Context: an optimization exercise on an open-source flow, tuned for small area, a short achievable clock period and few clock cycles. The choices shown serve that exercise and are no tape-out recipe. RTL that was checked went through simulation tests only; none was proved equivalent to the original. The RTL of runs 1, 3 and 4 was laid out without a check of its function. Power is estimated from default activity; no workload was simulated.

`flow/config.mk`:
```
export PLATFORM = sky130hd
export DESIGN_NAME = tensor_axis_permute_addresses_top
export DESIGN_NICKNAME = tensor_axis_permute_addresses_top
export VERILOG_FILES = /design/flow/design.v
export SDC_FILE = /design/flow/constraint.sdc
export NUM_CORES = 4
export LEC_CHECK = 0
export ABC_CLOCK_PERIOD_IN_PS = 2800
export CAP_MARGIN = 20
export CORE_MARGIN = 2
export CORE_UTILIZATION = 40
export PLACE_DENSITY = 0.6
export SETUP_SLACK_MARGIN = 4.3
export SLEW_MARGIN = 20
```
`flow/constraint.sdc`:
```
create_clock -name core_clock -period 7.0 [get_ports {clock}]
set_input_delay 1.4000 -clock core_clock [delete_from_list [all_inputs] [get_ports {clock}]]
set_output_delay 1.4000 -clock core_clock [all_outputs]
set_load 0.01 [all_outputs]
```
`flow/design.v`:
```
module tensor_axis_permute_addresses_top #(
   parameter int RANK_LIMIT = 4,
   parameter int AXIS_BITS  = 8,
   parameter int VALUE_BITS = 32
) (
   input  logic        clock,
   input  logic        reset,
   input  logic        req_valid,
   output logic        req_ready,
   input  logic [31:0] req_element_value,
   output logic        rsp_valid,
   input  logic        rsp_ready,
   output logic [31:0] rsp_dest_address,
   output logic [31:0] rsp_moved_value,
   output logic        rsp_final_element,
   input  logic        csr_valid,
   output logic        csr_ready,
   input  logic [1:0]  csr_index,
   input  logic [31:0] csr_data
);
   localparam int WB = 25;                  
   localparam logic [1:0] M_INC  = 2'd0;    
   localparam logic [1:0] M_ZERO = 2'd1;    
   localparam logic [1:0] M_NONE = 2'd2;    
   localparam logic [1:0] S_IDLE  = 2'd0;
   localparam logic [1:0] S_PRIME = 2'd1;   
   localparam logic [1:0] S_WC    = 2'd2;   
   localparam logic [1:0] S_PC    = 2'd3;   
   logic [1:0]         rm1;        
   logic [3:0][7:0]    sz;         
   logic [3:0][1:0]    ord;        
   logic [3:0][7:0]    c;          
   logic [3:0]         tp;         
   logic               fx;         
   logic [1:0]         kx;         
   logic [1:0]         nk, nmode;  
   logic [3:0][31:0]   P;
   logic [2:0]         pv;
   logic [3:0][WB-1:0] W;
   logic [3:0]         wv;
   logic [31:0]        PK;         
   logic [31:0]        WK;         
   logic               ov, olast;
   logic [31:0]        oval;
   logic               sv, slast;
   logic [31:0]        sval;
   logic [1:0]         sk, smode;
   logic               rdy;
   logic               r_sload, r_dload, r_dskid;
   logic [1:0]         est, ej;
   logic               eph, efirst;
   logic [1:0]         oj;         
   logic [7:0]         sj;         
   logic               jact;       
   logic [3:0]      in_use, szz, tp_nx, tp_pr;
   logic [3:0][7:0] c_nx, c_inc;
   logic            fx_nx, fx_pr;
   logic [1:0]      kx_nx, kx_pr;
   always_comb begin
      for (int i = 0; i < 4; i++) begin
         in_use[i] = 2'(i) <= rm1;
         szz[i]    = sz[i] == 8'd0;
         c_inc[i]  = c[i] + 8'd1;
         tp_pr[i]  = c[i] >= sz[i];
      end
      c_nx  = c;
      tp_nx = tp;
      if (fx) begin
         c_nx  = '0;
         tp_nx = szz;
      end else begin
         for (int i = 0; i < 4; i++) begin
            if (2'(i) == kx) begin
               c_nx[i]  = c_inc[i];
               tp_nx[i] = c_inc[i] == sz[i];
            end else if (2'(i) > kx && in_use[i]) begin
               c_nx[i]  = 8'd0;
               tp_nx[i] = szz[i];
            end
         end
      end
      fx_nx = 1'b1;
      kx_nx = 2'd0;
      fx_pr = 1'b1;
      kx_pr = 2'd0;
      for (int i = 0; i < 4; i++) begin
         if (in_use[i] && !tp_nx[i]) begin
            fx_nx = 1'b0;
            kx_nx = 2'(i);
         end
         if (in_use[i] && !tp_pr[i]) begin
            fx_pr = 1'b0;
            kx_pr = 2'(i);
         end
      end
   end
   logic [31:0] asum;
   assign asum = PK + WK;
   logic ofree, req_fire, s2o, d2o, oload, skid_w;
   logic [1:0] lmode, lk, kq;
   assign ofree    = !ov || rsp_ready;
   assign req_fire = req_valid && rdy;
   assign s2o      = r_sload && ofree;
   assign d2o      = r_dload && req_valid && ofree;
   assign oload    = s2o || d2o;
   assign skid_w   = req_valid && (r_dskid || (r_dload && !ofree));
   assign lmode    = sv ? smode : nmode;
   assign lk       = sv ? sk : nk;
   assign kq       = sv ? nk : kx;      
   logic [1:0]  psel;
   logic        pz;
   logic [31:0] prd;
   always_comb begin
      psel = 2'd3;
      pz   = 1'b0;
      if (kq != 2'd3) begin
         if (kq >= 2'd2 && pv[2]) psel = 2'd2;
         else if (kq >= 2'd1 && pv[1]) psel = 2'd1;
         else if (pv[0]) psel = 2'd0;
         else pz = 1'b1;
      end
   end
   assign prd = pz ? 32'd0 : P[psel];
   logic [1:0]    wsel;
   logic [WB-1:0] wrd;
   assign wrd = wv[wsel] ? W[wsel] : '0;
   assign csr_ready         = 1'b1;
   assign req_ready         = rdy;
   assign rsp_valid         = ov;
   assign rsp_dest_address  = P[3];
   assign rsp_moved_value   = oval;
   assign rsp_final_element = olast;
   logic [1:0]         rm1_n;
   logic [3:0][7:0]    sz_n;
   logic [3:0][1:0]    ord_n;
   logic [3:0][7:0]    c_n;
   logic [3:0]         tp_n;
   logic               fx_n;
   logic [1:0]         kx_n;
   logic [3:0]         pwe;        
   logic [2:0]         pv_n;
   logic [3:0]         wwe;        
   logic [3:0]         wv_n;
   logic [31:0]        PK_n, WK_n;
   logic               sv_n;
   logic [1:0]         nmode_n, sk_n, smode_n, nk_n;
   logic [1:0]         est_n, ej_n, oj_n;
   logic               eph_n, efirst_n, jact_n;
   logic [7:0]         sj_n;
   logic               busy_n, lok_n, rdy_n;
   logic [1:0]         lk_n;
   always_comb begin
      logic adv, done, wwr;
      logic [1:0] ejm, ojm;
      rm1_n    = rm1;
      sz_n     = sz;
      ord_n    = ord;
      c_n      = c;
      tp_n     = tp;
      fx_n     = fx;
      kx_n     = kx;
      pwe      = 4'b0000;
      pv_n     = pv;
      wwe      = 4'b0000;
      wv_n     = wv;
      PK_n     = PK;
      WK_n     = WK;
      sv_n     = sv;
      nmode_n  = nmode;
      nk_n     = nk;
      sk_n     = sk;
      smode_n  = smode;
      est_n    = est;
      ej_n     = ej;
      oj_n     = oj;
      sj_n     = sj;
      jact_n   = jact;
      eph_n    = eph;
      efirst_n = efirst;
      adv      = 1'b0;
      done     = 1'b0;
      wwr      = 1'b0;
      ejm      = ej - 2'd1;
      ojm      = ord[ejm];
      if (s2o) sv_n = 1'b0;
      if (skid_w) begin
         sv_n    = 1'b1;
         sk_n    = nk;
         smode_n = nmode;
      end
      if (req_fire) begin
         nk_n    = kx;
         nmode_n = fx ? M_ZERO : M_INC;
         c_n     = c_nx;
         tp_n    = tp_nx;
         fx_n    = fx_nx;
         kx_n    = kx_nx;
      end
      lk_n = sv_n ? sk_n : nk_n;
      case (est)
         S_PRIME: wsel = ord[ej];
         S_WC:    wsel = (eph || ej != 2'd0) ? ojm : lk_n;
         S_PC:    wsel = ej;
         default: wsel = kq;
      endcase
      if (oload) begin
         if (lmode == M_ZERO) begin
            pwe[3] = 1'b1;               
            pv_n   = 3'b000;
         end else if (lmode == M_INC) begin
            pwe[3] = 1'b1;
            if (lk != 2'd3) pwe[lk] = 1'b1;
            for (int m = 0; m < 3; m++) begin
               if (2'(m) == lk) pv_n[m] = 1'b1;
               else if (2'(m) > lk) pv_n[m] = 1'b0;
            end
         end
         if (est == S_IDLE) begin
            WK_n = 32'(wrd);
            case (lmode)
               M_ZERO:  PK_n = '0;
               M_INC:   PK_n = (kq >= lk) ? asum : prd;
               default: PK_n = prd;
            endcase
         end
      end
      case (est)
         S_PRIME: begin
            oj_n   = ord[ej];
            sj_n   = sz[ord[ej]];
            jact_n = ord[ej] <= rm1;
            WK_n   = 32'(wrd);                   
            tp_n   = tp_pr;
            fx_n   = fx_pr;
            kx_n   = kx_pr;
            est_n  = S_WC;
         end
         S_WC: begin
            if (!eph) begin
               if (jact) begin
                  wwe[oj] = 1'b1;                
                  wv_n[oj] = 1'b1;
                  wwr     = 1'b1;
                  if (ej == 2'd0) begin
                     done = 1'b1;
                  end else if (efirst) begin
                     PK_n     = 32'(sj) + 32'd1;     
                     efirst_n = 1'b0;
                     adv      = 1'b1;
                  end else begin
                     WK_n = PK << 1;
                     PK_n = sj[0] ? PK << 1 : PK;
                     sj_n = sj >> 1;
                     if ((sj >> 1) == 8'd0) adv = 1'b1;
                     else eph_n = 1'b1;
                  end
               end else begin
                  if (ej == 2'd0) done = 1'b1;
                  else adv = 1'b1;
               end
            end else begin
               if (sj[0]) PK_n = asum;               
               WK_n = WK << 1;
               sj_n = sj >> 1;
               if ((sj >> 1) == 8'd0) begin
                  eph_n = 1'b0;
                  adv   = 1'b1;
               end
            end
            if (adv) begin
               ej_n   = ejm;
               oj_n   = ojm;
               sj_n   = sz[ojm];
               jact_n = ojm <= rm1;
               WK_n   = (wwr && ojm == oj) ? 32'(asum[WB-1:0]) : 32'(wrd);
            end
            if (done) begin
               eph_n = 1'b0;
               PK_n  = '0;
               if (nmode == M_NONE) begin
                  pwe[3] = 1'b1;             
                  pv_n   = 3'b000;
                  est_n  = S_PC;
                  ej_n   = 2'd0;
               end else begin
                  est_n = S_IDLE;
                  WK_n  = (wwr && lk_n == oj) ? 32'(asum[WB-1:0]) : 32'(wrd);
               end
            end
         end
         S_PC: begin
            if (!eph) begin
               WK_n = 32'(wrd);
               sj_n = c[ej];
               if (c[ej] != 8'd0) eph_n = 1'b1;
               else if (ej == rm1) est_n = S_IDLE;
               else ej_n = ej + 2'd1;
            end else begin
               if (sj[0]) begin
                  PK_n   = asum;
                  pwe[3] = 1'b1;
                  if (ej != 2'd3) pwe[ej] = 1'b1;
                  for (int m = 0; m < 3; m++) begin
                     if (2'(m) == ej) pv_n[m] = 1'b1;
                     else if (2'(m) > ej) pv_n[m] = 1'b0;
                  end
               end
               WK_n = WK << 1;
               sj_n = sj >> 1;
               if ((sj >> 1) == 8'd0) begin
                  eph_n = 1'b0;
                  if (ej == rm1) est_n = S_IDLE;
                  else ej_n = ej + 2'd1;
               end
            end
         end
         default: ;
      endcase
      if (csr_valid) begin
         case (csr_index)
            2'd0: rm1_n = (csr_data[2:0] == 3'd0) ? 2'd0 :
                          (csr_data[2:0] > 3'd4) ? 2'd3 : 2'(csr_data[2:0] - 3'd1);
            2'd1: sz_n  = csr_data;
            2'd2: ord_n = csr_data[7:0];
            default: ;
         endcase
         nmode_n  = (c == '0) ? M_ZERO : M_NONE;
         est_n    = S_PRIME;
         ej_n     = rm1_n;
         eph_n    = 1'b0;
         efirst_n = 1'b1;
         wv_n     = 4'b0000;
         PK_n     = 32'd1;
      end
      busy_n = est_n != S_IDLE;
      lok_n  = (nmode_n == M_ZERO) || !busy_n;
      rdy_n  = !sv_n && est_n != S_PRIME && !(busy_n && nmode_n == M_NONE);
   end
   logic p3z;
   assign p3z = (oload && lmode == M_ZERO) || (est == S_WC && nmode == M_NONE);
   always_ff @(posedge clock) begin
      if (reset) begin
         rm1     <= 2'd0;
         sz      <= '0;
         ord     <= {2'd3, 2'd2, 2'd1, 2'd0};
         c       <= '0;
         nk      <= 2'd0;
         nmode   <= M_ZERO;
         pv      <= 3'b000;
         wv      <= 4'b0000;
         ov      <= 1'b0;
         sv      <= 1'b0;
         rdy     <= 1'b0;
         r_sload <= 1'b0;
         r_dload <= 1'b0;
         r_dskid <= 1'b0;
         est     <= S_PRIME;
         ej      <= 2'd0;
         eph     <= 1'b0;
         efirst  <= 1'b1;
         PK      <= 32'd1;
      end else begin
         rm1     <= rm1_n;
         sz      <= sz_n;
         ord     <= ord_n;
         c       <= c_n;
         nk      <= nk_n;
         nmode   <= nmode_n;
         pv      <= pv_n;
         wv      <= wv_n;
         if (ofree) ov <= oload;
         sv      <= sv_n;
         rdy     <= rdy_n;
         r_sload <= sv_n && ((smode_n == M_ZERO) || !busy_n);
         r_dload <= rdy_n && lok_n;
         r_dskid <= rdy_n && !lok_n;
         est     <= est_n;
         ej      <= ej_n;
         eph     <= eph_n;
         efirst  <= efirst_n;
         PK      <= PK_n;
      end
   end
   always_ff @(posedge clock) begin
      for (int m = 0; m < 4; m++) begin
         if (pwe[m]) P[m] <= (m == 3 && p3z) ? 32'd0 : asum;
         if (wwe[m]) W[m] <= asum[WB-1:0];
      end
      tp     <= tp_n;
      fx     <= fx_n;
      kx     <= kx_n;
      WK     <= WK_n;
      oj     <= oj_n;
      sj     <= sj_n;
      jact   <= jact_n;
      sk     <= sk_n;
      smode  <= smode_n;
      if (oload) begin
         oval  <= sv ? sval : req_element_value;
         olast <= sv ? slast : fx;
      end
      if (skid_w) begin
         sval  <= req_element_value;
         slast <= fx;
      end
   end
endmodule
```
`flow/run.sh`:
```
#!/bin/bash
# synth_recipe.tcl (not shown) runs the flow's synth.tcl, then flattens the netlist and writes it again
# the make line also repeats each setting of config.mk as NAME=value (left out here)
make -C /OpenROAD-flow-scripts/flow DESIGN_CONFIG=/design/flow/config.mk WORK_HOME=/design/flow/orfs CLKGATE_MAP_FILE= SYNTH_SCRIPT=/design/flow/synth_recipe.tcl finish
```
==> results of run 1 <==
==> state kept, by name, indices dropped and copies added, names as in the netlist, 3 cells and up <==
| name | count |
|---|---|
| W | 100 |
| c | 32 |
| sj | 8 |
| pv | 3 |
| WK | 32 |
| sval | 32 |
| oval | 32 |
| wv | 4 |
| ord | 8 |
| tp | 4 |
| P | 128 |
| PK | 32 |
| sz | 32 |
==> logic make-up after synthesis <==
group	count (synthesis)	synth area share
adder cells (fa/ha/maj)	85	0.0392
buffers and inverters	289	0.0460
AND/OR/NAND/NOR	882	0.149
AO/OA/AOI/OAI	860	0.198
other	1	0.000137
multiplexers	133	0.0767
XOR/XNOR	81	0.0260
flip-flops	477	0.465
==> what timing repair did <==
item / in CTS / in global routing
gates resized for setup: 518 / 200
cloned: 22 / 3
endpoints found under the setup margin: 535 / 363
hold buffers: 0 / 0
endpoints found under the hold margin: 0 / 0
pin swaps: 119 / 101
buffers inserted: 201 / 62
==> how the worst min path moves through the flow <==
stage	from	to	slack (ns)	depth (start not counted)
after floorplan	sk[1]	sk[1]	0.43	2
after global placement	wv[1]	wv[1]	0.45	2
after detailed placement	sk[1]	sk[1]	0.46	2
after CTS	sk[0]	sk[0]	0.47	2
after global routing	sk[0]	sk[0]	0.51	2
final	sk[0]	sk[0]	0.49	2
==> cells in the mapped netlist, types with 35 or more instances <==
cell type / number
sky130_fd_sc_hd__dfxtp_1: 165
sky130_fd_sc_hd__o21ai_0: 221
sky130_fd_sc_hd__nand3_1: 90
sky130_fd_sc_hd__nor2_1: 254
sky130_fd_sc_hd__ha_1: 83
sky130_fd_sc_hd__nand2_1: 293
sky130_fd_sc_hd__edfxtp_1: 312
sky130_fd_sc_hd__inv_1: 89
sky130_fd_sc_hd__a211oi_1: 39
sky130_fd_sc_hd__mux4_2: 56
sky130_fd_sc_hd__clkbuf_1: 138
sky130_fd_sc_hd__xnor2_1: 50
sky130_fd_sc_hd__mux2_2: 43
sky130_fd_sc_hd__nor3_1: 40
sky130_fd_sc_hd__a21oi_1: 288
sky130_fd_sc_hd__and3_1: 35
sky130_fd_sc_hd__a21o_1: 36
sky130_fd_sc_hd__buf_4: 36
==> worst register-to-register path, cell delays in order (launching register included) <==
cell and delay, ns:
sky130_fd_sc_hd__dfxtp_4 0.37, sky130_fd_sc_hd__ha_4 0.26, sky130_fd_sc_hd__a21o_1 0.17, sky130_fd_sc_hd__a21o_1 0.16, sky130_fd_sc_hd__a221o_1 0.38, sky130_fd_sc_hd__o211a_4 0.30
sky130_fd_sc_hd__o32ai_4 0.37, sky130_fd_sc_hd__nand4_1 0.16, sky130_fd_sc_hd__buf_6 0.16, sky130_fd_sc_hd__a211o_4 0.35, sky130_fd_sc_hd__o31ai_4 0.30, sky130_fd_sc_hd__and3b_1 0.21
==> through the flow <==
step | std cells | util
2_1_floorplan | 2808 | -
3_3_place_gp | 3674 | 0.441
3_5_place_dp | 3675 | 0.442
4_1_cts | 3997 | 0.521
5_1_grt | 4062 | 0.539
6_report | 4064 | 0.539
==> power by group <==
part | internal, mW | total [mW] | switching, mW
combinational | 0.714 | 1.76 | 1.04
sequential | 3.13 | 3.24 | 0.118
clock | 1.69 | 2.93 | 1.24
==> per-layer routing <==
layer | track usage | share of wire | vias to the layer above
met1 | 0.385 | 0.38 | 12696
met4 | 0.161 | 0.069 | 2
met5 | 0 | 0.00016 | -
li1 | - | - | 11232
met3 | 0.0674 | 0.10 | 453
met2 | 0.481 | 0.45 | 1584
==> layout make-up <==
class | instances | share of cell area
multi-input cells | 2053 | 0.433
flip-flops and latches | 477 | 0.352
repair buffers | 467 | 0.123
clock buffers | 67 | 0.0406
well taps | 873 | 0.0301
inverters | 90 | 0.0114
clock inverters | 32 | 0.00895
repair inverters | 3 | 0.000723
diodes | 2 | 0.000138
==> flow_results.xml, run 1 <==
<?xml version="1.0" encoding="UTF-8"?>
<metrics>
  <group name="setup_path">
    <metric name="worst_path_max_delay_cell" unit="">sky130_fd_sc_hd__a221o_1</metric>
    <metric name="worstPathMaxFanout" unit="">4</metric>
    <metric name="worst-endpoint-arrival" unit="ns">3.80</metric>
    <metric name="critPathMostFrequentCell" unit="">sky130_fd_sc_hd__a21o_1</metric>
    <metric name="crit_path_end" unit="">P[127]</metric>
    <metric name="worst_setup_path_startpoint" unit="">WK[8]</metric>
    <metric name="cpPeakStageDelay" unit="ns">0.38</metric>
    <metric name="critical_path.reg2reg.startpoint" unit="">WK[8]</metric>
    <metric name="count_of_cells_along_the_worst_register_to_register_path" unit="">11</metric>
    <metric name="worstSetupEndpointType" unit="">flop</metric>
    <metric name="path_delay_family" unit="">compound AO/OA/AOI/OAI gates</metric>
    <metric name="worstPathCellList" unit="">ha_4, a21o_1, a21o_1, a221o_1, o211a_4, o32ai_4, nand4_1, buf_6, a211o_4, o31ai_4, and3b_1</metric>
    <metric name="critical_path_class" unit="">flop to flop</metric>
    <metric name="timing.reg2reg.setup_slack" unit="ns">3.57</metric>
    <metric name="cp_num_buf_inv" unit="">1</metric>
    <metric name="critical_path.reg2reg.endpoint" unit="">P[127]</metric>
    <metric name="stages_on_worst_setup_path" unit="">11</metric>
    <metric name="critical_path.startpoint_type" unit="">flop</metric>
    <metric name="critical_path_required" unit="ns">7.37</metric>
  </group>
  <group name="floorplan">
    <metric name="die_area" unit="um^2">70300</metric>
    <metric name="die_width" unit="um">265</metric>
    <metric name="fp-row-count" unit="">95</metric>
    <metric name="core" unit="um^2">67400</metric>
    <metric name="chipHeight" unit="um">265</metric>
    <metric name="floorplan.initialDensity" unit="">0.405</metric>
    <metric name="ioPinCount" unit="">139</metric>
  </group>
  <group name="global_routing">
    <metric name="gr-usage-all-layers" unit="">0.302</metric>
    <metric name="grt_first_pass_wirelength" unit="um">161000</metric>
    <metric name="grt.overflow.total" unit="">0</metric>
    <metric name="via_count_of_the_first_global_routing_pass" unit="">24849</metric>
    <metric name="antenna_violations_before_repair" unit="">4</metric>
    <metric name="grt_max_degree" unit="">86</metric>
  </group>
  <group name="placed_design">
    <metric name="hpwl" unit="um">68500</metric>
    <metric name="finalWeightedCongestion" unit="">0.984</metric>
    <metric name="buffer_ports.inserted" unit="">137</metric>
    <metric name="place_ws" unit="ns">1.45</metric>
    <metric name="post_dp_cell_area" unit="um^2">29800</metric>
  </group>
  <group name="clocking">
    <metric name="cts_root_buf" unit="">sky130_fd_sc_hd__clkbuf_16</metric>
    <metric name="tritoncts" unit="">yes</metric>
    <metric name="clock_insertion_delay_worst_skew" unit="ns">0.64</metric>
    <metric name="clk_pin_slew" unit="ns">0.06</metric>
    <metric name="h-tree-depth" unit="">2</metric>
    <metric name="tritoncts.num_buffers" unit="">55</metric>
    <metric name="cts_sinks" unit="">477</metric>
    <metric name="clk_path_buf_depth" unit="">3</metric>
  </group>
  <group name="route">
    <metric name="ant_nets" unit="">0</metric>
    <metric name="detailedRoute.firstIterationViolations" unit="">3235</metric>
    <metric name="drt-vias-per-instance" unit="">6.39</metric>
    <metric name="drt-pass1-iter-count" unit="">10</metric>
    <metric name="vias" unit="">25967</metric>
    <metric name="average_routed_wire_per_standard_cell" unit="um">27.1</metric>
    <metric name="drc" unit="">0</metric>
    <metric name="finalWirelength" unit="um">110000</metric>
  </group>
  <group name="sta">
    <metric name="timing.setup.tns" unit="ns">0</metric>
    <metric name="actual_slew_at_the_worst_max_slew_pin" unit="ns">0.997</metric>
    <metric name="max_freq" unit="GHz">0.291</metric>
    <metric name="setup_repair_after_global_routing_missed_its_margin" unit="">yes</metric>
    <metric name="clock_skew" unit="ns">0.0350</metric>
    <metric name="final_setup_slack_of_the_worst_path" unit="ns">3.57</metric>
    <metric name="finalMaxSlewViolations" unit="">0</metric>
    <metric name="min_period" unit="ns">3.43</metric>
    <metric name="slew_headroom" unit="">0.317</metric>
    <metric name="finalSetupViolCount" unit="">0</metric>
    <metric name="worst_hold_slack" unit="ns">0.494</metric>
    <metric name="hold_violation_total_from_the_final_report" unit="">0</metric>
    <metric name="final.period_utilization" unit="">0.491</metric>
  </group>
  <group name="power">
    <metric name="pd_cells" unit="nW/um^2">218</metric>
    <metric name="ir_drop" unit="uV">185</metric>
    <metric name="power_leakage" unit="nW">13.3</metric>
    <metric name="power" unit="mW">7.93</metric>
  </group>
  <group name="synthesis">
    <metric name="yosysTopAreaCellShare" unit="">0.343</metric>
    <metric name="syn_nets" unit="">2963</metric>
    <metric name="netlist_area" unit="um^2">27300</metric>
    <metric name="syn_area_per_cell" unit="um^2">9.72</metric>
    <metric name="ys_top_cells_by_area" unit="">sky130_fd_sc_hd__edfxtp_1 34%, sky130_fd_sc_hd__dfxtp_1 12%, sky130_fd_sc_hd__a21oi_1 5.3%</metric>
    <metric name="synth-seq-cells" unit="">477</metric>
    <metric name="seq_area_frac_synth" unit="">0.465</metric>
    <metric name="netlist-cell-type-count" unit="">96</metric>
    <metric name="synth-edff-count" unit="">312</metric>
    <metric name="dominantRegCellSynth" unit="">sky130_fd_sc_hd__edfxtp_1</metric>
    <metric name="synthDominantAreaCellType" unit="">sky130_fd_sc_hd__edfxtp_1</metric>
    <metric name="yosys_warnings" unit="">1</metric>
    <metric name="postSynthCellCount" unit="">2808</metric>
    <metric name="synth-async-reset-ratio" unit="">0</metric>
  </group>
  <group name="cells_and_area">
    <metric name="drive_above_1_share" unit="">0.296</metric>
    <metric name="register_area" unit="um^2">12800</metric>
    <metric name="leading_cell_type_in_the_layout_fill_and_taps_excluded" unit="">sky130_fd_sc_hd__edfxtp_1</metric>
    <metric name="synthToLayoutAreaGrowth" unit="%">33.2</metric>
    <metric name="layout.cell_area.non_filler" unit="um^2">36300</metric>
    <metric name="final_cell_mix" unit="">312 x sky130_fd_sc_hd__edfxtp_1, 273 x sky130_fd_sc_hd__nand2_1, 251 x sky130_fd_sc_hd__a21oi_1</metric>
    <metric name="n_fill_cell" unit="">5800</metric>
    <metric name="multiInputGateArea" unit="um^2">15700</metric>
    <metric name="finalNetCount" unit="">3302</metric>
  </group>
  <group name="flow_run">
    <metric name="drv.max_cap_violation_count" unit="">0</metric>
  </group>
  <group name="hold_path">
    <metric name="hold_class" unit="">flop to flop</metric>
  </group>
  <group name="status">
    <metric name="status" unit="">timing/DRC/antenna clean</metric>
  </group>
</metrics>
==> run 2, diff against run 1 <==
--- a/flow/design.v
+++ b/flow/design.v
@@ -50,6 +50,7 @@
    logic [1:0]         est, ej;
    logic               eph, efirst;
    logic [1:0]         oj;         
+   logic [1:0]         ojn;        
    logic [7:0]         sj;         
    logic               jact;       
    logic [3:0]      in_use, szz, tp_nx, tp_pr;
@@ -144,14 +145,14 @@
    logic [31:0]        PK_n, WK_n;
    logic               sv_n;
    logic [1:0]         nmode_n, sk_n, smode_n, nk_n;
-   logic [1:0]         est_n, ej_n, oj_n;
+   logic [1:0]         est_n, ej_n, oj_n, ojn_n;
    logic               eph_n, efirst_n, jact_n;
    logic [7:0]         sj_n;
    logic               busy_n, lok_n, rdy_n;
    logic [1:0]         lk_n;
    always_comb begin
       logic adv, done, wwr;
-      logic [1:0] ejm, ojm;
+      logic [1:0] ejm;
       rm1_n    = rm1;
       sz_n     = sz;
       ord_n    = ord;
@@ -173,6 +174,7 @@
       est_n    = est;
       ej_n     = ej;
       oj_n     = oj;
+      ojn_n    = ojn;
       sj_n     = sj;
       jact_n   = jact;
       eph_n    = eph;
@@ -181,7 +183,6 @@
       done     = 1'b0;
       wwr      = 1'b0;
       ejm      = ej - 2'd1;
-      ojm      = ord[ejm];
       if (s2o) sv_n = 1'b0;
       if (skid_w) begin
          sv_n    = 1'b1;
@@ -198,10 +199,9 @@
       end
       lk_n = sv_n ? sk_n : nk_n;
       case (est)
-         S_PRIME: wsel = ord[ej];
-         S_WC:    wsel = (eph || ej != 2'd0) ? ojm : lk_n;
+         S_WC:    wsel = (eph || ej != 2'd0) ? ojn : (nmode == M_ZERO) ? kx : lk;
          S_PC:    wsel = ej;
-         default: wsel = kq;
+         default: wsel = kq;     
       endcase
       if (oload) begin
          if (lmode == M_ZERO) begin
@@ -227,6 +227,7 @@
       case (est)
          S_PRIME: begin
             oj_n   = ord[ej];
+            ojn_n  = ord[ejm];
             sj_n   = sz[ord[ej]];
             jact_n = ord[ej] <= rm1;
             WK_n   = 32'(wrd);                   
@@ -269,10 +270,11 @@
             end
             if (adv) begin
                ej_n   = ejm;
-               oj_n   = ojm;
-               sj_n   = sz[ojm];
-               jact_n = ojm <= rm1;
-               WK_n   = (wwr && ojm == oj) ? 32'(asum[WB-1:0]) : 32'(wrd);
+               oj_n   = ojn;
+               ojn_n  = ord[ej - 2'd2];
+               sj_n   = sz[ojn];
+               jact_n = ojn <= rm1;
+               WK_n   = (wwr && ojn == oj) ? 32'(asum[WB-1:0]) : 32'(wrd);
             end
             if (done) begin
                eph_n = 1'b0;
@@ -284,7 +286,7 @@
                   ej_n   = 2'd0;
                end else begin
                   est_n = S_IDLE;
-                  WK_n  = (wwr && lk_n == oj) ? 32'(asum[WB-1:0]) : 32'(wrd);
+                  WK_n  = (wwr && wsel == oj) ? 32'(asum[WB-1:0]) : 32'(wrd);
                end
             end
          end
@@ -391,6 +393,7 @@
       kx     <= kx_n;
       WK     <= WK_n;
       oj     <= oj_n;
+      ojn    <= ojn_n;
       sj     <= sj_n;
       jact   <= jact_n;
       sk     <= sk_n;
==> run 2 against run 1 <==
Die area down 0.34%; register-to-register slack better by 0.32 ns; critical path depth up 4; combinational power down 12%; critical endpoint is now W[49].
==> flow_results.xml, run 2 <==
<?xml version="1.0" encoding="UTF-8"?>
<metrics>
  <group name="synthesis">
    <metric name="combinational_family_with_the_most_area_after_synthesis" unit="">compound AO/OA/AOI/OAI gates</metric>
    <metric name="ys_top_cells_by_area" unit="">sky130_fd_sc_hd__edfxtp_1 35%, sky130_fd_sc_hd__dfxtp_1 12%, sky130_fd_sc_hd__a21oi_1 5.5%</metric>
    <metric name="syn_area_per_cell" unit="um^2">9.76</metric>
    <metric name="dominantRegCellSynth" unit="">sky130_fd_sc_hd__edfxtp_1</metric>
    <metric name="postSynthCellCount" unit="">2786</metric>
    <metric name="syn_nets" unit="">2941</metric>
    <metric name="synth_most_common_cell" unit="">sky130_fd_sc_hd__nand2_1</metric>
    <metric name="yosys.area_share.simple" unit="">0.147</metric>
    <metric name="netlist-cell-type-count" unit="">86</metric>
    <metric name="yosys_warnings" unit="">1</metric>
    <metric name="netlist_area" unit="um^2">27200</metric>
    <metric name="synthMuxAreaShare" unit="">0.0861</metric>
    <metric name="yosys.area_share.xor_xnor" unit="">0.0267</metric>
    <metric name="synth-edff-count" unit="">316</metric>
    <metric name="yosysTopAreaCellShare" unit="">0.349</metric>
    <metric name="synth_adder_area_share" unit="">0.0397</metric>
    <metric name="synthDominantAreaCellType" unit="">sky130_fd_sc_hd__edfxtp_1</metric>
    <metric name="synth-compound-area-share" unit="">0.181</metric>
    <metric name="synth-seq-cells" unit="">479</metric>
    <metric name="seq_area_frac_synth" unit="">0.469</metric>
    <metric name="yosys-top-cells-count" unit="">323 x sky130_fd_sc_hd__nand2_1, 316 x sky130_fd_sc_hd__edfxtp_1, 299 x sky130_fd_sc_hd__a21oi_1</metric>
    <metric name="synth-async-reset-ratio" unit="">0</metric>
  </group>
  <group name="placed_design">
    <metric name="hpwl" unit="um">67100</metric>
    <metric name="buffer_ports.inserted" unit="">137</metric>
    <metric name="dpl.cell_count" unit="">3655</metric>
    <metric name="finalWeightedCongestion" unit="">1.00</metric>
  </group>
  <group name="power">
    <metric name="pwr-share-comb" unit="">0.204</metric>
    <metric name="ir_drop" unit="uV">180</metric>
    <metric name="pd_cells" unit="nW/um^2">208</metric>
    <metric name="power_frac_seq" unit="">0.421</metric>
    <metric name="clock_power_share" unit="">0.375</metric>
    <metric name="power" unit="mW">7.61</metric>
    <metric name="power_leakage" unit="nW">13.5</metric>
    <metric name="intPower" unit="mW">5.40</metric>
    <metric name="netSwitchingFraction" unit="">0.290</metric>
    <metric name="netSwitchingPower" unit="mW">2.21</metric>
  </group>
  <group name="sta">
    <metric name="timing.setup.tns" unit="ns">0</metric>
    <metric name="finalSetupViolCount" unit="">0</metric>
    <metric name="slew_headroom" unit="">0.369</metric>
    <metric name="final.period_utilization" unit="">0.445</metric>
    <metric name="clock_skew" unit="ns">0.0307</metric>
    <metric name="setup_repair_after_global_routing_missed_its_margin" unit="">yes</metric>
    <metric name="actual_slew_at_the_worst_max_slew_pin" unit="ns">0.947</metric>
    <metric name="min_period" unit="ns">3.11</metric>
    <metric name="hold_violation_total_from_the_final_report" unit="">0</metric>
    <metric name="worst_hold_slack" unit="ns">0.503</metric>
    <metric name="finalMaxSlewViolations" unit="">0</metric>
    <metric name="max_freq" unit="GHz">0.321</metric>
  </group>
  <group name="setup_path">
    <metric name="critPathMostFrequentCell" unit="">sky130_fd_sc_hd__buf_6</metric>
    <metric name="worst_path_max_delay_cell" unit="">sky130_fd_sc_hd__fa_2</metric>
    <metric name="worst-endpoint-arrival" unit="ns">3.49</metric>
    <metric name="critical_path_required" unit="ns">7.38</metric>
    <metric name="worstPathCellList" unit="">ha_4, inv_2, fa_2, nor2b_4, o2111ai_2, a21oi_2, or4_4, a41oi_4, o21a_4, buf_6, buf_6, xnor2_4, buf_12, buf_4, buf_6</metric>
    <metric name="worstPathMaxFanout" unit="">4</metric>
    <metric name="critical_path_class" unit="">flop to flop</metric>
    <metric name="critical_path.startpoint_type" unit="">flop</metric>
    <metric name="worstSetupEndpointType" unit="">flop</metric>
    <metric name="cpPeakStageDelay" unit="ns">0.38</metric>
    <metric name="timing.reg2reg.setup_slack" unit="ns">3.89</metric>
  </group>
  <group name="route">
    <metric name="ant_nets" unit="">0</metric>
    <metric name="detailedRoute.firstIterationViolations" unit="">2819</metric>
    <metric name="drt-pass1-iter-count" unit="">8</metric>
    <metric name="finalWirelength" unit="um">106000</metric>
    <metric name="highest-signal-layer" unit="">met4</metric>
    <metric name="met1Wirelength" unit="um">41800</metric>
    <metric name="drt-vias-per-instance" unit="">6.19</metric>
    <metric name="detail_route_met3_wl" unit="um">9550</metric>
    <metric name="average_routed_wire_per_standard_cell" unit="um">26.2</metric>
    <metric name="route.met2.wl" unit="um">48800</metric>
    <metric name="vias" unit="">25060</metric>
    <metric name="drc" unit="">0</metric>
  </group>
  <group name="floorplan">
    <metric name="core" unit="um^2">67300</metric>
    <metric name="die_area" unit="um^2">70100</metric>
    <metric name="die_width" unit="um">265</metric>
    <metric name="floorplan.initialDensity" unit="">0.404</metric>
    <metric name="ioPinCount" unit="">139</metric>
    <metric name="chipHeight" unit="um">265</metric>
    <metric name="fp-row-count" unit="">95</metric>
  </group>
  <group name="cells_and_area">
    <metric name="antenna-diode-count" unit="">0</metric>
    <metric name="drive_above_1_share" unit="">0.315</metric>
    <metric name="largest_register_ffs" unit="">128</metric>
    <metric name="largest_register" unit="">P</metric>
    <metric name="n_fill_cell" unit="">5775</metric>
    <metric name="leading_cell_type_in_the_layout_fill_and_taps_excluded" unit="">sky130_fd_sc_hd__edfxtp_1</metric>
    <metric name="final_cell_mix" unit="">316 x sky130_fd_sc_hd__edfxtp_1, 301 x sky130_fd_sc_hd__nand2_1, 251 x sky130_fd_sc_hd__a21oi_1</metric>
    <metric name="synthToLayoutAreaGrowth" unit="%">34.8</metric>
    <metric name="post_layout_nonfiller_instances" unit="">4050</metric>
    <metric name="reg_top3" unit="">P (128), W (100)</metric>
    <metric name="finalNetCount" unit="">3287</metric>
  </group>
  <group name="global_routing">
    <metric name="antenna_violations_before_repair" unit="">0</metric>
    <metric name="grt_first_pass_wirelength" unit="um">155000</metric>
    <metric name="gr-usage-all-layers" unit="">0.292</metric>
    <metric name="grt_max_degree" unit="">72</metric>
    <metric name="via_count_of_the_first_global_routing_pass" unit="">24005</metric>
    <metric name="grt.overflow.total" unit="">0</metric>
  </group>
  <group name="clocking">
    <metric name="clk_pin_slew" unit="ns">0.07</metric>
    <metric name="cts_root_buf" unit="">sky130_fd_sc_hd__clkbuf_16</metric>
    <metric name="tritoncts.num_buffers" unit="">53</metric>
    <metric name="tritoncts" unit="">yes</metric>
    <metric name="cts_hold_repair.buffers" unit="">0</metric>
    <metric name="clock_insertion_delay_worst_skew" unit="ns">0.63</metric>
    <metric name="cts_sinks" unit="">479</metric>
    <metric name="clk_path_buf_depth" unit="">3</metric>
    <metric name="h-tree-depth" unit="">2</metric>
  </group>
  <group name="hold_path">
    <metric name="hold_class" unit="">flop to flop</metric>
  </group>
  <group name="flow_run">
    <metric name="drv.max_cap_violation_count" unit="">0</metric>
  </group>
  <group name="status">
    <metric name="status" unit="">timing/DRC/antenna clean</metric>
  </group>
</metrics>
==> run 2: cell count changes in the layout (fill, tap and decap cells not counted), moves of 16 or more <==
cell,before,now
sky130_fd_sc_hd__a211oi_1,31,14
sky130_fd_sc_hd__and3_4,3,19
sky130_fd_sc_hd__buf_6,46,63
sky130_fd_sc_hd__clkbuf_2,23,4
sky130_fd_sc_hd__dfxtp_1,118,100
sky130_fd_sc_hd__mux2i_1,20,62
sky130_fd_sc_hd__nand2_1,273,301
sky130_fd_sc_hd__nand3_1,76,46
sky130_fd_sc_hd__o21ai_0,174,132
==> run 2: critical path, delay by kind of cell (launching register included) <==
family                     cells  cell delay [ns]
DFF                            1             0.37
AOI/OAI and AO/OA              4             0.84
xor gates and xnor gates       1             0.14
and+or+nand+nor                2             0.35
buffers and inverters          6             0.65
adders and majority gates      2             0.52
==> run 2: per-layer routing <==
layer,global-route usage,vias up
li1,-,11031
met4,0.148,0
met3,0.0550,334
met1,0.381,12306
met2,0.463,1389
met5,0,-
==> run 2: layout make-up <==
cell class	count	area, um^2	area share
timing repair inverter	1	7.51	0.000205
timing repair buffer	481	4930	0.134
tap	873	1090	0.0298
clock inverter	30	269	0.00734
inverter	106	434	0.0118
multi-input combinational	2010	15500	0.424
clock buffer	70	1490	0.0408
sequential	479	12900	0.352
==> run 2: metrics by stage <==
step	worst slack [ns]	cell area (um^2)	util
finish	3.89	36700	0.545
global route	3.83	36700	0.545
CTS	3.85	35100	0.521
detailed placement	2.64	29500	0.439
global placement	2.65	29500	0.438
floorplan	4.04	27700	-
==> run 2: timing repair <==
item	4_1_cts	5_1_grt
resized for setup	602	245
buffers inserted	206	66
cloned	16	7
pin swaps	123	124
endpoints found under the setup margin	572	321
==> run 2: path summary, 6_finish.rpt <==
path / from / end / cells after the start
worst max-delay path: PK[0] / W[49] / 15
worst min-delay path: WK[28] / WK[28] / 2
worst max register to register: PK[0] / W[49] / 15
worst min register to register: WK[28] / WK[28] / 2
==> run 2: power by group through the flow <==
| stage | Sequential [mW] | Combinational (mW) | Clock, mW |
|---|---|---|---|
| 6_report | 3.21 | 1.55 | 2.85 |
| 5_1_grt | 3.21 | 1.62 | 3.00 |
| 4_1_cts | 3.20 | 1.35 | 2.89 |
| 3_5_place_dp | 3.29 | 1.04 | 0 |
| 3_3_place_gp | 3.28 | 1.02 | 0 |
| 2_1_floorplan | 3.22 | 0.720 | 0 |
==> run 2: cell families after synthesis <==
group	Yosys count
AO/OA/AOI/OAI	793
XOR/XNOR	83
adder cells (fa/ha/maj)	86
buffers and inverters	300
flip-flops	479
multiplexers	165
other	1
AND/OR/NAND/NOR	879
Testbench counts of run 2, summed over its fixed seeds: cycles 13,044.
==> run 3, diff against run 2 <==
--- a/flow/design.v
+++ b/flow/design.v
@@ -42,11 +42,7 @@
    logic [31:0]        WK;         
    logic               ov, olast;
    logic [31:0]        oval;
-   logic               sv, slast;
-   logic [31:0]        sval;
-   logic [1:0]         sk, smode;
    logic               rdy;
-   logic               r_sload, r_dload, r_dskid;
    logic [1:0]         est, ej;
    logic               eph, efirst;
    logic [1:0]         oj;         
@@ -97,17 +93,14 @@
    end
    logic [31:0] asum;
    assign asum = PK + WK;
-   logic ofree, req_fire, s2o, d2o, oload, skid_w;
+   logic ofree, req_fire, oload;
    logic [1:0] lmode, lk, kq;
    assign ofree    = !ov || rsp_ready;
-   assign req_fire = req_valid && rdy;
-   assign s2o      = r_sload && ofree;
-   assign d2o      = r_dload && req_valid && ofree;
-   assign oload    = s2o || d2o;
-   assign skid_w   = req_valid && (r_dskid || (r_dload && !ofree));
-   assign lmode    = sv ? smode : nmode;
-   assign lk       = sv ? sk : nk;
-   assign kq       = sv ? nk : kx;      
+   assign req_fire = req_valid && rdy && ofree;
+   assign oload    = req_fire;
+   assign lmode    = nmode;
+   assign lk       = nk;
+   assign kq       = kx;                
    logic [1:0]  psel;
    logic        pz;
    logic [31:0] prd;
@@ -126,7 +119,7 @@
    logic [WB-1:0] wrd;
    assign wrd = wv[wsel] ? W[wsel] : '0;
    assign csr_ready         = 1'b1;
-   assign req_ready         = rdy;
+   assign req_ready         = rdy && ofree;
    assign rsp_valid         = ov;
    assign rsp_dest_address  = P[3];
    assign rsp_moved_value   = oval;
@@ -143,13 +136,11 @@
    logic [3:0]         wwe;        
    logic [3:0]         wv_n;
    logic [31:0]        PK_n, WK_n;
-   logic               sv_n;
-   logic [1:0]         nmode_n, sk_n, smode_n, nk_n;
+   logic [1:0]         nmode_n, nk_n;
    logic [1:0]         est_n, ej_n, oj_n, ojn_n;
    logic               eph_n, efirst_n, jact_n;
    logic [7:0]         sj_n;
    logic               busy_n, lok_n, rdy_n;
-   logic [1:0]         lk_n;
    always_comb begin
       logic adv, done, wwr;
       logic [1:0] ejm;
@@ -166,11 +157,8 @@
       wv_n     = wv;
       PK_n     = PK;
       WK_n     = WK;
-      sv_n     = sv;
       nmode_n  = nmode;
       nk_n     = nk;
-      sk_n     = sk;
-      smode_n  = smode;
       est_n    = est;
       ej_n     = ej;
       oj_n     = oj;
@@ -183,12 +171,6 @@
       done     = 1'b0;
       wwr      = 1'b0;
       ejm      = ej - 2'd1;
-      if (s2o) sv_n = 1'b0;
-      if (skid_w) begin
-         sv_n    = 1'b1;
-         sk_n    = nk;
-         smode_n = nmode;
-      end
       if (req_fire) begin
          nk_n    = kx;
          nmode_n = fx ? M_ZERO : M_INC;
@@ -197,7 +179,6 @@
          fx_n    = fx_nx;
          kx_n    = kx_nx;
       end
-      lk_n = sv_n ? sk_n : nk_n;
       case (est)
          S_WC:    wsel = (eph || ej != 2'd0) ? ojn : (nmode == M_ZERO) ? kx : lk;
          S_PC:    wsel = ej;
@@ -336,7 +317,7 @@
       end
       busy_n = est_n != S_IDLE;
       lok_n  = (nmode_n == M_ZERO) || !busy_n;
-      rdy_n  = !sv_n && est_n != S_PRIME && !(busy_n && nmode_n == M_NONE);
+      rdy_n  = lok_n && est_n != S_PRIME;
    end
    logic p3z;
    assign p3z = (oload && lmode == M_ZERO) || (est == S_WC && nmode == M_NONE);
@@ -351,11 +332,7 @@
          pv      <= 3'b000;
          wv      <= 4'b0000;
          ov      <= 1'b0;
-         sv      <= 1'b0;
          rdy     <= 1'b0;
-         r_sload <= 1'b0;
-         r_dload <= 1'b0;
-         r_dskid <= 1'b0;
          est     <= S_PRIME;
          ej      <= 2'd0;
          eph     <= 1'b0;
@@ -371,11 +348,7 @@
          pv      <= pv_n;
          wv      <= wv_n;
          if (ofree) ov <= oload;
-         sv      <= sv_n;
          rdy     <= rdy_n;
-         r_sload <= sv_n && ((smode_n == M_ZERO) || !busy_n);
-         r_dload <= rdy_n && lok_n;
-         r_dskid <= rdy_n && !lok_n;
          est     <= est_n;
          ej      <= ej_n;
          eph     <= eph_n;
@@ -396,15 +369,9 @@
       ojn    <= ojn_n;
       sj     <= sj_n;
       jact   <= jact_n;
-      sk     <= sk_n;
-      smode  <= smode_n;
       if (oload) begin
-         oval  <= sv ? sval : req_element_value;
-         olast <= sv ? slast : fx;
-      end
-      if (skid_w) begin
-         sval  <= req_element_value;
-         slast <= fx;
+         oval  <= req_element_value;
+         olast <= fx;
       end
    end
 endmodule
==> run 3 against run 2 <==
Still clean; power shrank 7.4%; final area fell by 5.6%; clock skew rose by 0.0039 ns; setup slack got worse by 0.16 ns; non-clock buffer count decreased by 40; highest routed layer is now met5.
==> flow_results.xml, run 3 <==
<?xml version="1.0" encoding="UTF-8"?>
<metrics>
  <group name="placed_design">
    <metric name="buffer_ports.inserted" unit="">137</metric>
    <metric name="hpwl" unit="um">62000</metric>
    <metric name="finalWeightedCongestion" unit="">0.948</metric>
    <metric name="place_ws" unit="ns">2.25</metric>
  </group>
  <group name="route">
    <metric name="detailedRoute.firstIterationViolations" unit="">3122</metric>
    <metric name="vias" unit="">23992</metric>
    <metric name="drt-pass1-iter-count" unit="">6</metric>
    <metric name="drc" unit="">0</metric>
    <metric name="drt-vias-per-instance" unit="">6.32</metric>
    <metric name="ant_nets" unit="">0</metric>
    <metric name="finalWirelength" unit="um">100000</metric>
    <metric name="average_routed_wire_per_standard_cell" unit="um">26.3</metric>
  </group>
  <group name="synthesis">
    <metric name="synthDominantAreaCellType" unit="">sky130_fd_sc_hd__edfxtp_1</metric>
    <metric name="synth_most_common_cell" unit="">sky130_fd_sc_hd__edfxtp_1</metric>
    <metric name="yosys-top-cells-count" unit="">280 x sky130_fd_sc_hd__edfxtp_1, 232 x sky130_fd_sc_hd__nand2_1, 232 x sky130_fd_sc_hd__nor2_1</metric>
    <metric name="yosysTopAreaCellShare" unit="">0.330</metric>
    <metric name="netlist-cell-type-count" unit="">89</metric>
    <metric name="synth-seq-cells" unit="">437</metric>
    <metric name="seq_area_frac_synth" unit="">0.453</metric>
    <metric name="postSynthCellCount" unit="">2603</metric>
    <metric name="yosys_warnings" unit="">1</metric>
    <metric name="ys_top_cells_by_area" unit="">sky130_fd_sc_hd__edfxtp_1 33%, sky130_fd_sc_hd__dfxtp_1 12%, sky130_fd_sc_hd__mux4_2 4.7%</metric>
    <metric name="syn_area_per_cell" unit="um^2">9.80</metric>
    <metric name="netlist_area" unit="um^2">25500</metric>
    <metric name="dominantRegCellSynth" unit="">sky130_fd_sc_hd__edfxtp_1</metric>
    <metric name="synth-edff-count" unit="">280</metric>
    <metric name="syn_nets" unit="">2758</metric>
    <metric name="synth-async-reset-ratio" unit="">0</metric>
  </group>
  <group name="setup_path">
    <metric name="worstPathMaxFanout" unit="">2</metric>
    <metric name="worstSetupEndpointType" unit="">primary output</metric>
    <metric name="worst-endpoint-arrival" unit="ns">1.88</metric>
    <metric name="critical_path_required" unit="ns">5.60</metric>
    <metric name="critical_path_class" unit="">primary input to primary output</metric>
    <metric name="critical_path.startpoint_type" unit="">primary input</metric>
  </group>
  <group name="clocking">
    <metric name="cts_root_buf" unit="">sky130_fd_sc_hd__clkbuf_16</metric>
    <metric name="tritoncts.num_buffers" unit="">48</metric>
    <metric name="clk_pin_slew" unit="ns">0.06</metric>
    <metric name="clock_insertion_delay_worst_skew" unit="ns">0.61</metric>
    <metric name="h-tree-depth" unit="">2</metric>
    <metric name="clk_path_buf_depth" unit="">3</metric>
    <metric name="cts_sinks" unit="">437</metric>
    <metric name="tritoncts" unit="">yes</metric>
  </group>
  <group name="sta">
    <metric name="hold_violation_total_from_the_final_report" unit="">0</metric>
    <metric name="min_period" unit="ns">3.28</metric>
    <metric name="timing.setup.tns" unit="ns">0</metric>
    <metric name="slew_headroom" unit="">0.259</metric>
    <metric name="final_setup_slack_of_the_worst_path" unit="ns">3.72</metric>
    <metric name="finalSetupViolCount" unit="">0</metric>
    <metric name="clock_skew" unit="ns">0.0346</metric>
    <metric name="actual_slew_at_the_worst_max_slew_pin" unit="ns">1.11</metric>
    <metric name="setup_repair_after_global_routing_missed_its_margin" unit="">yes</metric>
    <metric name="max_freq" unit="GHz">0.305</metric>
    <metric name="finalMaxSlewViolations" unit="">0</metric>
    <metric name="final.period_utilization" unit="">0.468</metric>
  </group>
  <group name="cells_and_area">
    <metric name="finalNetCount" unit="">3070</metric>
    <metric name="reg_top3" unit="">P (128), W (100)</metric>
    <metric name="drive_above_1_share" unit="">0.303</metric>
    <metric name="largest_register" unit="">P</metric>
    <metric name="largest_register_ffs" unit="">128</metric>
    <metric name="antenna-diode-count" unit="">0</metric>
    <metric name="synthToLayoutAreaGrowth" unit="%">35.7</metric>
    <metric name="leading_cell_type_in_the_layout_fill_and_taps_excluded" unit="">sky130_fd_sc_hd__edfxtp_1</metric>
    <metric name="final_cell_mix" unit="">280 x sky130_fd_sc_hd__edfxtp_1, 220 x sky130_fd_sc_hd__nand2_1, 197 x sky130_fd_sc_hd__nor2_1</metric>
  </group>
  <group name="power">
    <metric name="pd_cells" unit="nW/um^2">204</metric>
    <metric name="ir_drop" unit="uV">160</metric>
    <metric name="power_leakage" unit="nW">12.5</metric>
  </group>
  <group name="floorplan">
    <metric name="die_area" unit="um^2">65800</metric>
    <metric name="floorplan.initialDensity" unit="">0.404</metric>
    <metric name="chipHeight" unit="um">257</metric>
    <metric name="ioPinCount" unit="">139</metric>
    <metric name="core" unit="um^2">63100</metric>
    <metric name="die_width" unit="um">257</metric>
    <metric name="fp-row-count" unit="">92</metric>
  </group>
  <group name="hold_path">
    <metric name="hold_class" unit="">flop to flop</metric>
  </group>
  <group name="global_routing">
    <metric name="grt_first_pass_wirelength" unit="um">144000</metric>
    <metric name="gr-usage-all-layers" unit="">0.284</metric>
    <metric name="grt.overflow.total" unit="">0</metric>
    <metric name="grt_max_degree" unit="">84</metric>
    <metric name="via_count_of_the_first_global_routing_pass" unit="">22800</metric>
    <metric name="antenna_violations_before_repair" unit="">1</metric>
  </group>
  <group name="status">
    <metric name="status" unit="">timing/DRC/antenna clean</metric>
  </group>
  <group name="flow_run">
    <metric name="drv.max_cap_violation_count" unit="">0</metric>
  </group>
</metrics>
## run 3: changes by cell type after synthesis, moves of 12 or more
cell | previous run | this run
sky130_fd_sc_hd__nor2_1 | 247 | 232
sky130_fd_sc_hd__a22oi_1 | 14 | 27
sky130_fd_sc_hd__nand2_1 | 323 | 232
sky130_fd_sc_hd__nor4_1 | 18 | 30
sky130_fd_sc_hd__a211oi_1 | 22 | 50
sky130_fd_sc_hd__a221oi_1 | 26 | 13
sky130_fd_sc_hd__nor3_1 | 46 | 80
sky130_fd_sc_hd__a21o_1 | 23 | 39
sky130_fd_sc_hd__edfxtp_1 | 316 | 280
sky130_fd_sc_hd__o22ai_1 | 31 | 10
sky130_fd_sc_hd__a21oi_1 | 299 | 227
sky130_fd_sc_hd__and3_1 | 46 | 19
## run 3: power breakdown
group          leakage (nW)  switching [mW]  internal [mW]
sequential             3.89           0.111           2.82
combinational          7.78           0.796          0.596
clock                 0.819            1.09           1.64
total                  12.5            2.00           5.05
## run 3: timing repair
item	CTS	global route
setup endpoints to repair	600	359
hold buffers	0	0
pin swaps	108	147
setup buffers	149	100
gates cloned	19	12
gates resized for setup	489	264
## run 3: cell families after synthesis
family / count (synthesis) / synth area share
simple gates: 789 / 0.145
fa+ha+maj: 85 / 0.0419
other cells: 1 / 0.000147
xor+xnor: 68 / 0.0239
mux: 162 / 0.0909
flops: 437 / 0.453
compound gates: 767 / 0.194
buf+inv: 294 / 0.0513
## run 3: worst max-delay path, cell delays in order
cell	delay [ns]
sky130_fd_sc_hd__buf_6	0.09
sky130_fd_sc_hd__nand2b_4	0.13
sky130_fd_sc_hd__and2_4	0.15
sky130_fd_sc_hd__buf_6	0.11
## run 3: per-layer routing
metal	up-vias	track usage	wire length, um
li1	10435	-	-
met1	11802	0.359	38700
met2	1362	0.452	45800
met3	391	0.0588	9540
met4	2	0.162	5970
met5	-	0	33
## run 3: layout make-up
| class | instances | area [um^2] |
|---|---|---|
| Timing Repair inverter | 1 | 8.76 |
| Sequential cell | 437 | 11600 |
| Timing Repair Buffer | 441 | 4520 |
| Multi-Input combinational cell | 1885 | 15300 |
| Tap cell | 846 | 1060 |
| Fill cell | 5499 | 28500 |
| Clock buffer | 66 | 1380 |
| Inverter | 101 | 423 |
| Clock inverter | 22 | 290 |
## run 3: worst paths after layout
path         depth (start not counted)  slack (ns)      start   endpoint
max                                  4        3.72  rsp_ready  req_ready
min                                  2        0.48      nk[1]      nk[1]
max reg2reg                          7        4.01     ojn[1]      WK[1]
min reg2reg                          2        0.48      nk[1]      nk[1]
## run 3: through the flow
stage               hold slack [ns]  power [mW]   util  area [um^2]  std cells
global placement              0.461        3.89  0.439        27700       3430
CTS                           0.478        6.85  0.516        32500       3687
finish                        0.475        7.05  0.549        34600       3799
detailed placement            0.469        3.91  0.439        27700       3431
floorplan                     0.447        3.58      -        26100       2603
global route                  0.505        7.24  0.549        34600       3799
==> run 4, diff against run 3 <==
--- a/flow/config.mk
+++ b/flow/config.mk
@@ -10,5 +10,5 @@
 export CORE_MARGIN = 2
 export CORE_UTILIZATION = 40
 export PLACE_DENSITY = 0.6
-export SETUP_SLACK_MARGIN = 4.3
+export SETUP_SLACK_MARGIN = 3.75
 export SLEW_MARGIN = 20
==> run 4 against run 3 <==
Register-to-register slack lost 0.21 ns; sequential share of layout area rose by 4.2 points; routed wire length shrank 11%; fmax down 0.65%; synthesized cell count unchanged; first-iteration DRC count is 25% lower; count of clock-buffer cells in the layout is the same; global-route usage down 2.3 points; combinational power is 22% lower; largest cell class unchanged; die area unchanged; critical path type unchanged; largest power group unchanged.
==> flow_results.xml, run 4 <==
<?xml version="1.0" encoding="UTF-8"?>
<metrics>
  <group name="status">
    <metric name="status" unit="">timing/DRC/antenna clean</metric>
  </group>
  <group name="synthesis">
    <metric name="yosys_warnings" unit="">1</metric>
    <metric name="seq_area_frac_synth" unit="">0.453</metric>
    <metric name="netlist-cell-type-count" unit="">89</metric>
    <metric name="synth-seq-cells" unit="">437</metric>
    <metric name="dominantRegCellSynth" unit="">sky130_fd_sc_hd__edfxtp_1</metric>
    <metric name="netlist_area" unit="um^2">25500</metric>
    <metric name="yosysTopAreaCellShare" unit="">0.330</metric>
    <metric name="syn_area_per_cell" unit="um^2">9.80</metric>
    <metric name="synth_most_common_cell" unit="">sky130_fd_sc_hd__edfxtp_1</metric>
    <metric name="synth-edff-count" unit="">280</metric>
    <metric name="yosys-top-cells-count" unit="">280 x sky130_fd_sc_hd__edfxtp_1, 232 x sky130_fd_sc_hd__nand2_1, 232 x sky130_fd_sc_hd__nor2_1</metric>
    <metric name="ys_top_cells_by_area" unit="">sky130_fd_sc_hd__edfxtp_1 33%, sky130_fd_sc_hd__dfxtp_1 12%, sky130_fd_sc_hd__mux4_2 4.7%</metric>
    <metric name="synth-async-reset-ratio" unit="">0</metric>
    <metric name="syn_nets" unit="">2758</metric>
    <metric name="synthDominantAreaCellType" unit="">sky130_fd_sc_hd__edfxtp_1</metric>
    <metric name="postSynthCellCount" unit="">2603</metric>
  </group>
  <group name="clocking">
    <metric name="tritoncts" unit="">yes</metric>
    <metric name="cts_root_buf" unit="">sky130_fd_sc_hd__clkbuf_16</metric>
    <metric name="cts_sinks" unit="">437</metric>
    <metric name="clk_path_buf_depth" unit="">3</metric>
    <metric name="tritoncts.num_buffers" unit="">49</metric>
    <metric name="clock_insertion_delay_worst_skew" unit="ns">0.61</metric>
    <metric name="h-tree-depth" unit="">2</metric>
    <metric name="cts_hold_repair.buffers" unit="">0</metric>
    <metric name="clk_pin_slew" unit="ns">0.06</metric>
  </group>
  <group name="setup_path">
    <metric name="timing.reg2reg.setup_slack" unit="ns">3.80</metric>
    <metric name="critPathMostFrequentCell" unit="">sky130_fd_sc_hd__buf_6</metric>
    <metric name="critical_path.reg2reg.endpoint" unit="">P[120]</metric>
    <metric name="worst_path_max_delay_cell" unit="">sky130_fd_sc_hd__and2_4</metric>
    <metric name="worstPathMaxFanout" unit="">3</metric>
    <metric name="stages_on_worst_setup_path" unit="">4</metric>
    <metric name="worstSetupEndpointType" unit="">primary output</metric>
    <metric name="worst-endpoint-arrival" unit="ns">1.90</metric>
    <metric name="critical_path_class" unit="">primary input to primary output</metric>
    <metric name="cp_num_buf_inv" unit="">2</metric>
    <metric name="critical_path_required" unit="ns">5.60</metric>
    <metric name="worstPathCellList" unit="">buf_6, nand2b_4, and2_4, buf_6</metric>
    <metric name="count_of_cells_along_the_worst_register_to_register_path" unit="">13</metric>
    <metric name="cpPeakStageDelay" unit="ns">0.16</metric>
    <metric name="critical_path.reg2reg.startpoint" unit="">WK[0]</metric>
    <metric name="path_delay_family" unit="">simple AND/OR/NAND/NOR gates</metric>
    <metric name="critical_path.startpoint_type" unit="">primary input</metric>
  </group>
  <group name="sta">
    <metric name="actual_slew_at_the_worst_max_slew_pin" unit="ns">1.19</metric>
    <metric name="finalSetupViolCount" unit="">0</metric>
    <metric name="min_period" unit="ns">3.30</metric>
    <metric name="final.period_utilization" unit="">0.471</metric>
    <metric name="hold_violation_total_from_the_final_report" unit="">0</metric>
    <metric name="finalMaxSlewViolations" unit="">0</metric>
    <metric name="setup_repair_after_global_routing_missed_its_margin" unit="">yes</metric>
    <metric name="slew_headroom" unit="">0.204</metric>
    <metric name="max_freq" unit="GHz">0.303</metric>
    <metric name="timing.setup.tns" unit="ns">0</metric>
    <metric name="clock_skew" unit="ns">0.0247</metric>
  </group>
  <group name="floorplan">
    <metric name="ioPinCount" unit="">139</metric>
    <metric name="die_area" unit="um^2">65800</metric>
    <metric name="fp-row-count" unit="">92</metric>
    <metric name="chipHeight" unit="um">257</metric>
    <metric name="die_width" unit="um">257</metric>
    <metric name="floorplan.initialDensity" unit="">0.404</metric>
    <metric name="core" unit="um^2">63100</metric>
  </group>
  <group name="global_routing">
    <metric name="grt_first_pass_wirelength" unit="um">133000</metric>
    <metric name="antenna_violations_before_repair" unit="">0</metric>
    <metric name="gr-usage-all-layers" unit="">0.261</metric>
    <metric name="grt_max_degree" unit="">68</metric>
    <metric name="via_count_of_the_first_global_routing_pass" unit="">21474</metric>
    <metric name="grt.overflow.total" unit="">0</metric>
  </group>
  <group name="flow_run">
    <metric name="drv.max_cap_violation_count" unit="">0</metric>
  </group>
  <group name="placed_design">
    <metric name="buffer_ports.inserted" unit="">137</metric>
    <metric name="hpwl" unit="um">61500</metric>
    <metric name="finalWeightedCongestion" unit="">0.986</metric>
  </group>
  <group name="hold_path">
    <metric name="hold_class" unit="">flop to flop</metric>
    <metric name="worstHoldStart" unit="">ord[2]</metric>
    <metric name="min_to" unit="">ord[2]</metric>
    <metric name="min_delay_path_depth" unit="">1</metric>
  </group>
  <group name="route">
    <metric name="detailedRoute.firstIterationViolations" unit="">2333</metric>
    <metric name="drt-vias-per-instance" unit="">6.16</metric>
    <metric name="drt-pass1-iter-count" unit="">9</metric>
    <metric name="drc" unit="">0</metric>
    <metric name="ant_nets" unit="">0</metric>
    <metric name="average_routed_wire_per_standard_cell" unit="um">24.7</metric>
    <metric name="vias" unit="">22206</metric>
    <metric name="finalWirelength" unit="um">89100</metric>
  </group>
  <group name="cells_and_area">
    <metric name="finalNetCount" unit="">2873</metric>
    <metric name="final_cell_mix" unit="">280 x sky130_fd_sc_hd__edfxtp_1, 229 x sky130_fd_sc_hd__nand2_1, 221 x sky130_fd_sc_hd__a21oi_1</metric>
    <metric name="synthToLayoutAreaGrowth" unit="%">19.8</metric>
    <metric name="largest_register" unit="">P</metric>
    <metric name="reg_top3" unit="">P (128), W (100)</metric>
    <metric name="largest_register_ffs" unit="">128</metric>
    <metric name="final_core_util" unit="">0.484</metric>
    <metric name="drive_above_1_share" unit="">0.149</metric>
    <metric name="leading_cell_type_in_the_layout_fill_and_taps_excluded" unit="">sky130_fd_sc_hd__edfxtp_1</metric>
  </group>
  <group name="power">
    <metric name="power_frac_seq" unit="">0.440</metric>
    <metric name="clock_power_share" unit="">0.397</metric>
    <metric name="netSwitchingFraction" unit="">0.277</metric>
    <metric name="power_leakage" unit="nW">11.0</metric>
    <metric name="pd_cells" unit="nW/um^2">217</metric>
    <metric name="netSwitchingPower" unit="mW">1.84</metric>
    <metric name="pwr-share-comb" unit="">0.163</metric>
    <metric name="intPower" unit="mW">4.80</metric>
    <metric name="ir_drop" unit="uV">177</metric>
  </group>
</metrics>
[run 4: cell counts after synthesis]
No cell type changed its count.
[run 4: metal layers]
| layer | track usage | routed length, um | up-vias |
|---|---|---|---|
| met5 | 0 | 0 | - |
| met4 | 0.128 | 4850 | 0 |
| met3 | 0.0388 | 7230 | 286 |
| met2 | 0.426 | 41500 | 1176 |
| met1 | 0.338 | 35500 | 10736 |
| li1 | - | - | 10008 |
[run 4: worst max path at each step]
stage,startpoint,to
2_1_floorplan,rsp_ready,P[100]
3_3_place_gp,rsp_ready,PK[7]
3_5_place_dp,rsp_ready,PK[16]
4_1_cts,PK[4],P[122]
5_1_grt,WK[0],WK[24]
6_report,rsp_ready,req_ready
[run 4: worst register-to-register path: cells and delay by family, from the launching register on]
kind | cells | cell delay (ns)
compound gates | 4 | 1.07
buf+inv | 4 | 0.58
fa+ha+maj | 2 | 0.53
flops | 1 | 0.38
simple gates | 3 | 0.38
[run 4: cell families (layout without fill, tap and decap cells)]
| logic type | after synthesis | in the layout | share of synthesized area |
|---|---|---|---|
| AOI/OAI and AO/OA | 767 | 767 | 0.194 |
| xor gates and xnor gates | 68 | 68 | 0.0239 |
| adders and majority gates | 85 | 85 | 0.0419 |
| buffers and inverters | 294 | 446 | 0.0513 |
| DFF | 437 | 437 | 0.453 |
| muxes | 162 | 166 | 0.0909 |
| other | 1 | 2 | 0.000147 |
| and+or+nand+nor | 789 | 789 | 0.145 |
[run 4: through the flow]
| step | hold WS [ns] | instance area (um^2) | cells | total power [mW] | setup slack, ns |
|---|---|---|---|---|---|
| 6_report | 0.485 | 30600 | 3606 | 6.64 | 3.70 |
| 5_1_grt | 0.528 | 30500 | 3605 | 6.85 | 3.68 |
| 4_1_cts | 0.485 | 29700 | 3557 | 6.56 | 3.70 |
| 3_5_place_dp | 0.476 | 27500 | 3441 | 3.88 | 2.48 |
| 3_3_place_gp | 0.479 | 27500 | 3441 | 3.86 | 2.54 |
| 2_1_floorplan | 0.447 | 25600 | 2603 | 3.54 | 3.02 |
[run 4: timing repair]
item                                    in CTS  in global routing
buffers inserted                            19                 43
gates cloned                                 5                  5
resized for setup                           75                 84
endpoints found under the setup margin     244                223
pin swaps                                   11                 14
[run 4: cell type report]
cell class,instances,area (um^2)
timing repair inverter,1,8.76
clock inverter,26,236
fill,5872,32500
tap,846,1060
clock buffer,66,1390
inverter,101,399
timing repair buffer,252,2460
multi-input combinational,1876,13400
sequential,437,11600
antenna,1,2.50
[run 4: power by group through the flow]
stage / clock network [mW] / registers [mW] / logic [mW]
finish: 2.64 / 2.92 / 1.08
global route: 2.77 / 2.93 / 1.15
CTS: 2.68 / 2.92 / 0.968
detailed placement: 0 / 2.98 / 0.905
global placement: 0 / 2.97 / 0.889
floorplan: 0 / 2.92 / 0.623

==> what the ideal ports hide <==
The results above use ideal ports. As a check the final layouts listed here were re-extracted and re-timed, cells and wires unchanged.
Step 1 sets driving cells, clkbuf_16 on the clock port and buf_2 on the other inputs (assumed; they add their load-dependent delay and slew).
Step 2 adds t to the input delays and takes it off the output delays; t is the mean of the earliest and latest rising clock arrival at the registers after step 1. Input paths then give back, and output paths get back, about the clock's delay inside the block.
a / b / c = ideal / step 1 / step 2; a / b = the first two.
| run | t, ns | setup WS [ns] | worst setup path after step 2 | clock arrival spread, ns | worst data-port slew with drivers (ns) |
|---|---|---|---|---|---|
| run 1 | 0.692 | 3.566 / 3.566 / 2.885 | input to register | 0.035 / 0.035 | 0.08 |
| run 2 | 0.684 | 3.886 / 3.886 / 3.564 | input to register | 0.031 / 0.031 | 0.06 |
| run 3 | 0.661 | 3.725 / 3.694 / 3.517 | input to register | 0.034 / 0.035 | 0.07 |
| run 4 | 0.665 | 3.703 / 3.672 / 3.160 | input to register | 0.025 / 0.025 | 0.09 |
After both steps setup and hold are still met in every run listed. For run 1, which loses most, drivers alone change the setup slack by 0.000 ns; drivers and shift together by -0.681 ns.
